This design comes from an exercise in tuning for small area and a short achievable clock period on the open sky130 flow, not from production work. In this exercise RTL edits were held to simulation tests only and were not proved equivalent to the original.

==> flow/design.v <==
module md_scheduler #(
    parameter int MULT_LAT = 5,
    parameter int DIV_LAT  = 10,
    parameter int CNT_W    = 4
) (
    input  logic                 clk_i,
    input  logic                 reset_n_i,
    input  logic                 start,
    input  logic [2:0]           mdop,
    input  logic [31:0]          rs_val,
    input  logic [31:0]          rt_val,
    input  logic                 md_use_d,
    output logic                 busy,
    output logic                 done,
    output logic                 stall,
    output logic [31:0]          hi,
    output logic [31:0]          lo
);
    localparam int W = 34;
    localparam logic [16:0] LA = 17'h07FC0;
    logic             busy_q;
    logic [CNT_W-1:0] cnt_q;
    logic             div_q, sgn_q, sx_q;
    logic             issue_ok, op_mult, op_div, op_mthi, op_mtlo, last;
    assign op_mult  = (mdop[2:1] == 2'b00);
    assign op_div   = (mdop[2:1] == 2'b01);
    assign op_mthi  = (mdop == 3'b100);
    assign op_mtlo  = (mdop == 3'b101);
    assign issue_ok = start & ~busy_q;
    assign last     = (cnt_q == '0);
    always_ff @(posedge clk_i or negedge reset_n_i) begin
        if (!reset_n_i) begin
            busy_q <= 1'b0;
            cnt_q  <= '0;
        end else if (busy_q) begin
            if (last) busy_q <= 1'b0;
            cnt_q <= cnt_q - 1'b1;
        end else begin
            busy_q <= start & ~mdop[2];
            cnt_q  <= mdop[1] ? CNT_W'(DIV_LAT - 1) : CNT_W'(MULT_LAT - 1);
        end
    end
    assign busy  = busy_q;
    assign done  = busy_q & last;
    assign stall = md_use_d & (busy_q | (start & ~mdop[2]));
    logic [31:0]  y_q;           
    logic [31:0]  l_q;           
    logic [3:0]   lx_q;          
    logic [W-1:0] h_q;           
    logic         bp_q;          
    logic [31:0]  hi_q, lo_q;
    logic         dstep;         
    logic         ysg;           
    logic [W-1:0] yx;
    logic         dz;            
    assign dstep = div_q & ~last;
    assign ysg   = sgn_q & y_q[31];
    assign yx    = {ysg, ysg, y_q};
    assign dz    = (y_q == 32'd0);
    logic [3:0]   r_one, r_two, r_neg, r_xb;
    logic [W-1:0] r_a [4];
    logic [W-1:0] r_b [4];
    logic [W-1:0] r_s [4];
    logic [8:0]   bw;            
    assign bw = {l_q[7:0], bp_q};
    always_comb begin
        for (int r = 0; r < 4; r++) begin
            logic [2:0] t;
            t = bw[2*r +: 3];
            r_xb[r] = lx_q[3-r];
            if (dstep) begin
                r_one[r] = 1'b1;
                r_two[r] = 1'b0;
                r_neg[r] = dz | ~(((r == 0) ? h_q[W-1] : r_s[(r+3)%4][W-1]) ^ ysg);
            end else if (last) begin
                r_one[r] = ~div_q & ~sgn_q & bp_q;
                r_two[r] = div_q;
                r_neg[r] = div_q & ~(h_q[W-1] ^ ysg);
            end else begin
                r_one[r] = t[1] ^ t[0];
                r_two[r] = (t == 3'b100) | (t == 3'b011);
                r_neg[r] = t[2] & ~(t[1] & t[0]);
            end
        end
    end
    for (genvar r = 0; r < 4; r++) begin : g_row
        logic [W-1:0] prev;
        if (r == 0) begin : g_p0
            assign prev = h_q;
            assign r_a[r] = prev;
        end else begin : g_pn
            assign prev = r_s[r-1];
            assign r_a[r] = dstep ? {prev[W-2:0], r_xb[r]} : {prev[W-1], prev[W-1], prev[W-1:2]};
        end
        for (genvar j = 0; j < W; j++) begin : g_bit
            logic m1, m0;
            assign m1 = yx[j];
            assign m0 = (j == 0) ? 1'b0 : yx[(j == 0) ? 0 : j-1];
            assign r_b[r][j] = ((r_one[r] & m1) | (r_two[r] & m0)) ^ r_neg[r];
        end
        md_add #(.W(W), .LA(LA)) u_add (.a(r_a[r]), .b(r_b[r]), .ci(r_neg[r]), .s(r_s[r]));
    end
    logic zc, zr, take, inc;
    logic [30:0] qinc;
    logic [31:0] cq;
    assign zc   = (r_s[0][W-1:1] == '0);
    assign zr   = (h_q[W-1:1] == '0);
    assign take = ~dz & (zc | (~sx_q & h_q[W-1]) | (sx_q & ~h_q[W-1] & ~zr));
    assign inc  = take & r_neg[0];
    always_comb begin
        logic c;
        c = inc;
        for (int j = 0; j < 31; j++) begin
            qinc[j] = l_q[j] ^ c;
            c       = l_q[j] & c;
        end
    end
    logic s_in;
    assign s_in = op_div & ~mdop[0] & rs_val[31];
    always_ff @(posedge clk_i) begin
        if (!busy_q) begin
            y_q   <= rt_val;
            l_q   <= rs_val;
            lx_q  <= {4{s_in}};
            h_q   <= {W{s_in}};
            bp_q  <= 1'b0;
            div_q <= op_div;
            sgn_q <= ~mdop[0];
            sx_q  <= s_in;
        end else if (dstep) begin
            h_q  <= {r_s[3][W-2:0], l_q[31]};
            lx_q <= l_q[31:28];
            l_q  <= {l_q[27:0], r_neg[0], r_neg[1], r_neg[2], r_neg[3]};
        end else begin
            h_q  <= {r_s[3][W-1], r_s[3][W-1], r_s[3][W-1:2]};
            l_q  <= {r_s[3][1:0], r_s[2][1:0], r_s[1][1:0], r_s[0][1:0], l_q[31:8]};
            bp_q <= l_q[7];
        end
    end
    always_ff @(posedge clk_i or negedge reset_n_i) begin
        if (!reset_n_i) begin
            hi_q <= '0;
            lo_q <= '0;
        end else if (busy_q && last) begin
            hi_q <= ~div_q ? r_s[0][31:0] : take ? r_s[0][32:1] : h_q[32:1];
            lo_q <= div_q ? {qinc, ~take} : l_q;
        end else if (issue_ok && op_mthi) begin
            hi_q <= rs_val;
        end else if (issue_ok && op_mtlo) begin
            lo_q <= rs_val;
        end
    end
    assign hi = hi_q;
    assign lo = lo_q;
endmodule
module md_add #(
    parameter int W = 34,
    parameter logic [W/2-1:0] LA = '0
) (
    input  logic [W-1:0] a,
    input  logic [W-1:0] b,
    input  logic         ci,
    output logic [W-1:0] s
);
    logic [W/2:0] c;
    assign c[0] = ci;
    for (genvar k = 0; k < W/2; k++) begin : g
        logic a0, b0, a1, b1, h0, h1, g0, g1;
        assign a0 = a[2*k];   assign b0 = b[2*k];
        assign a1 = a[2*k+1]; assign b1 = b[2*k+1];
        assign h0 = a0 ^ b0;  assign g0 = a0 & b0;
        assign h1 = a1 ^ b1;  assign g1 = a1 & b1;
        if (LA[k]) begin : g_la
            assign s[2*k]   = h0 ^ c[k];
            assign s[2*k+1] = (h1 ^ g0) ^ (h0 & c[k]);
            assign c[k+1]   = g1 | (h1 & a0 & b0) | ((h1 & h0) & c[k]);
        end else begin : g_fa
            logic cm;
            assign s[2*k]   = h0 ^ c[k];
            assign cm       = g0 | (h0 & c[k]);
            assign s[2*k+1] = h1 ^ cm;
            assign c[k+1]   = g1 | (h1 & cm);
        end
    end
endmodule
clock: 110.0 ns
lec_check: 0
abc_area: 1
cap_margin: 20
core_margin: 2
core_utilization: 40
slew_margin: 20
standard.sh (not shown) runs the stock make flow with config.mk's settings and CLKGATE_MAP_FILE= SYNTH_SCRIPT=/design/flow/synth_recipe.tcl, a recipe that flattens the netlist after the stock synthesis.
==> flow/flow/run.sh <==
#!/bin/bash
set -o pipefail
here=$PWD
{
  sed -n '1p' synth_recipe.tcl
  cat <<T
proc abc {args} {
  set i [lsearch -exact \$args -script]
  if {\$i >= 0} { set args [lreplace \$args [expr {\$i + 1}] [expr {\$i + 1}] $here/flow/area.abc] }
  yosys abc {*}\$args
}
T
  sed -n '2,$p' synth_recipe.tcl
} > synth_area.tcl
sed "s#SYNTH_SCRIPT=[^ ]*#SYNTH_SCRIPT=$here/synth_area.tcl#" standard.sh > standard_area.sh
export BUFFER_PORTS_ARGS="-buffer_cell sky130_fd_sc_hd__buf_1"
export CTS_ARGS="-sink_clustering_enable -repair_clock_nets -dont_use_dummy_load -buf_list sky130_fd_sc_hd__clkbuf_8 -sink_buffer_max_cap_derate 0.5"
bash standard_area.sh finish > standard.log 2>&1
==> flow/flow/area.abc <==
strash
&get -n
&deepsyn -T 20
&put
dch -f
amap
topo
stime -c
upsize -c
dnsize -c
Change:
--- a/flow/flow/run.sh
+++ b/flow/flow/run.sh
@@ -15,4 +15,4 @@
 sed "s#SYNTH_SCRIPT=[^ ]*#SYNTH_SCRIPT=$here/synth_area.tcl#" standard.sh > standard_area.sh
 export BUFFER_PORTS_ARGS="-buffer_cell sky130_fd_sc_hd__buf_1"
-export CTS_ARGS="-sink_clustering_enable -repair_clock_nets -dont_use_dummy_load -buf_list sky130_fd_sc_hd__clkbuf_8 -sink_buffer_max_cap_derate 0.5"
+export CTS_ARGS="-sink_clustering_enable -repair_clock_nets -dont_use_dummy_load"
 bash standard_area.sh finish > standard.log 2>&1
The new run passed the timing, design-rule and antenna checks.
Setup slack does not change.
Routed wire length stays flat.
Critical path depth does not change.
Via count came out higher by 0.58%.
Register-to-register slack degrades by 0.08 ns.
Clock-buffer cell count stays the same.
Global-route usage hardly moves.
Die area stays the same.
Sequential share of layout area came out lower by 0.30 points.


## job 9608
md_scheduler, a different RTL version from the one above (not shown whole).
Size in the first run: ~1800 cells after synthesis, about 170 flip-flops, roughly 140 I/O pins, roughly 15000 um^2 of cells after synthesis.
clock: 110.0 ns
lec_check: 0
abc_area: 1
cap_margin: 20
core_margin: 2
core_utilization: 40
slew_margin: 20
==> flow/flow/run.sh <==
#!/bin/bash
set -o pipefail
here=$PWD
{
  sed -n '1p' synth_recipe.tcl
  cat <<T
proc abc {args} {
  set i [lsearch -exact \$args -script]
  if {\$i >= 0} { set args [lreplace \$args [expr {\$i + 1}] [expr {\$i + 1}] $here/flow/area.abc] }
  yosys abc {*}\$args
}
T
  sed -n '2,$p' synth_recipe.tcl
} > synth_area.tcl
sed "s#SYNTH_SCRIPT=[^ ]*#SYNTH_SCRIPT=$here/synth_area.tcl#" standard.sh > standard_area.sh
export BUFFER_PORTS_ARGS="-buffer_cell sky130_fd_sc_hd__buf_1"
export CTS_ARGS="-sink_clustering_enable -repair_clock_nets -dont_use_dummy_load"
bash standard_area.sh finish > standard.log 2>&1
==> flow/flow/area.abc <==
strash
&get -n
&deepsyn -T 60
&put
dch -f
amap
topo
stime -c
upsize -c
dnsize -c
diff inputs: job 9608 => job 5532
==> flow/flow/area.abc <==
strash
dc2
dch -f
amap
topo
stime -c
upsize -c
dnsize -c
[summary]
The flow did not stop early for job 9608: all stages ran, and the layout cleared the timing, design-rule and antenna checks.
Job 5532 was carried through to the last stage, and its layout satisfied the timing, design-rule and antenna checks.
Between job 5532 and job 9608, the synthesized cell count is lower for job 9608.
On die area, the higher figure sits with job 5532, not job 9608.
Modified inputs, job 202 compared to job 5532
--- a/flow/flow/area.abc
+++ b/flow/flow/area.abc
@@ -2 +2,3 @@
-dc2
+&get -n
+&deepsyn -T 20
+&put
For worst hold slack after final layout, job 5532 and job 202 come out practically identical. Job 202 ends up with a routed wire length on met3 that is about 20% higher than in job 5532. Looking only at global-route usage, and setting everything else aside, the lower value of job 5532 and job 202 goes to job 5532. Diff job 5532 -> job 202: average detailed-routed wire length per instance higher, sequential share of layout area higher, pin count of the biggest net entering global routing higher, placement row count lower, wire length lower.

[separate check: timing with driven ports]
The results above use ideal ports. As a check the final layouts listed here were re-extracted and re-timed, cells and wires unchanged. Step 1 (the two cells are an assumption about what drives the block):
set clk [get_ports {clk_i}]
set_driving_cell -lib_cell sky130_fd_sc_hd__clkbuf_16 $clk
set_driving_cell -lib_cell sky130_fd_sc_hd__buf_2 [delete_from_list [all_inputs] $clk]
Step 2 also shifts input and output timing later by t, the mid clock arrival at the registers, as if the neighbouring blocks saw the same clock. a / b / c = ideal / step 1 / step 2; a / b = the first two.
run	t (ns)	setup WS [ns]	worst register clock-pin slew, ns	worst data-port slew with drivers (ns)
the first run of note 1	0.540	65.427 / 65.404 / 65.404	0.11 / 0.11	0.04
the second run of note 1	0.497	65.427 / 65.404 / 65.404	0.07 / 0.07	0.04
job 9608	0.507	65.402 / 65.378 / 65.378	0.08 / 0.08	0.04
job 5532	0.510	65.458 / 65.432 / 65.432	0.09 / 0.09	0.05
job 202	0.507	65.402 / 65.378 / 65.378	0.08 / 0.08	0.04
After both steps every run listed still meets setup and hold. The setup slack of job 5532, which loses most, moves by -0.026 ns with the drivers and by -0.026 ns with both steps.
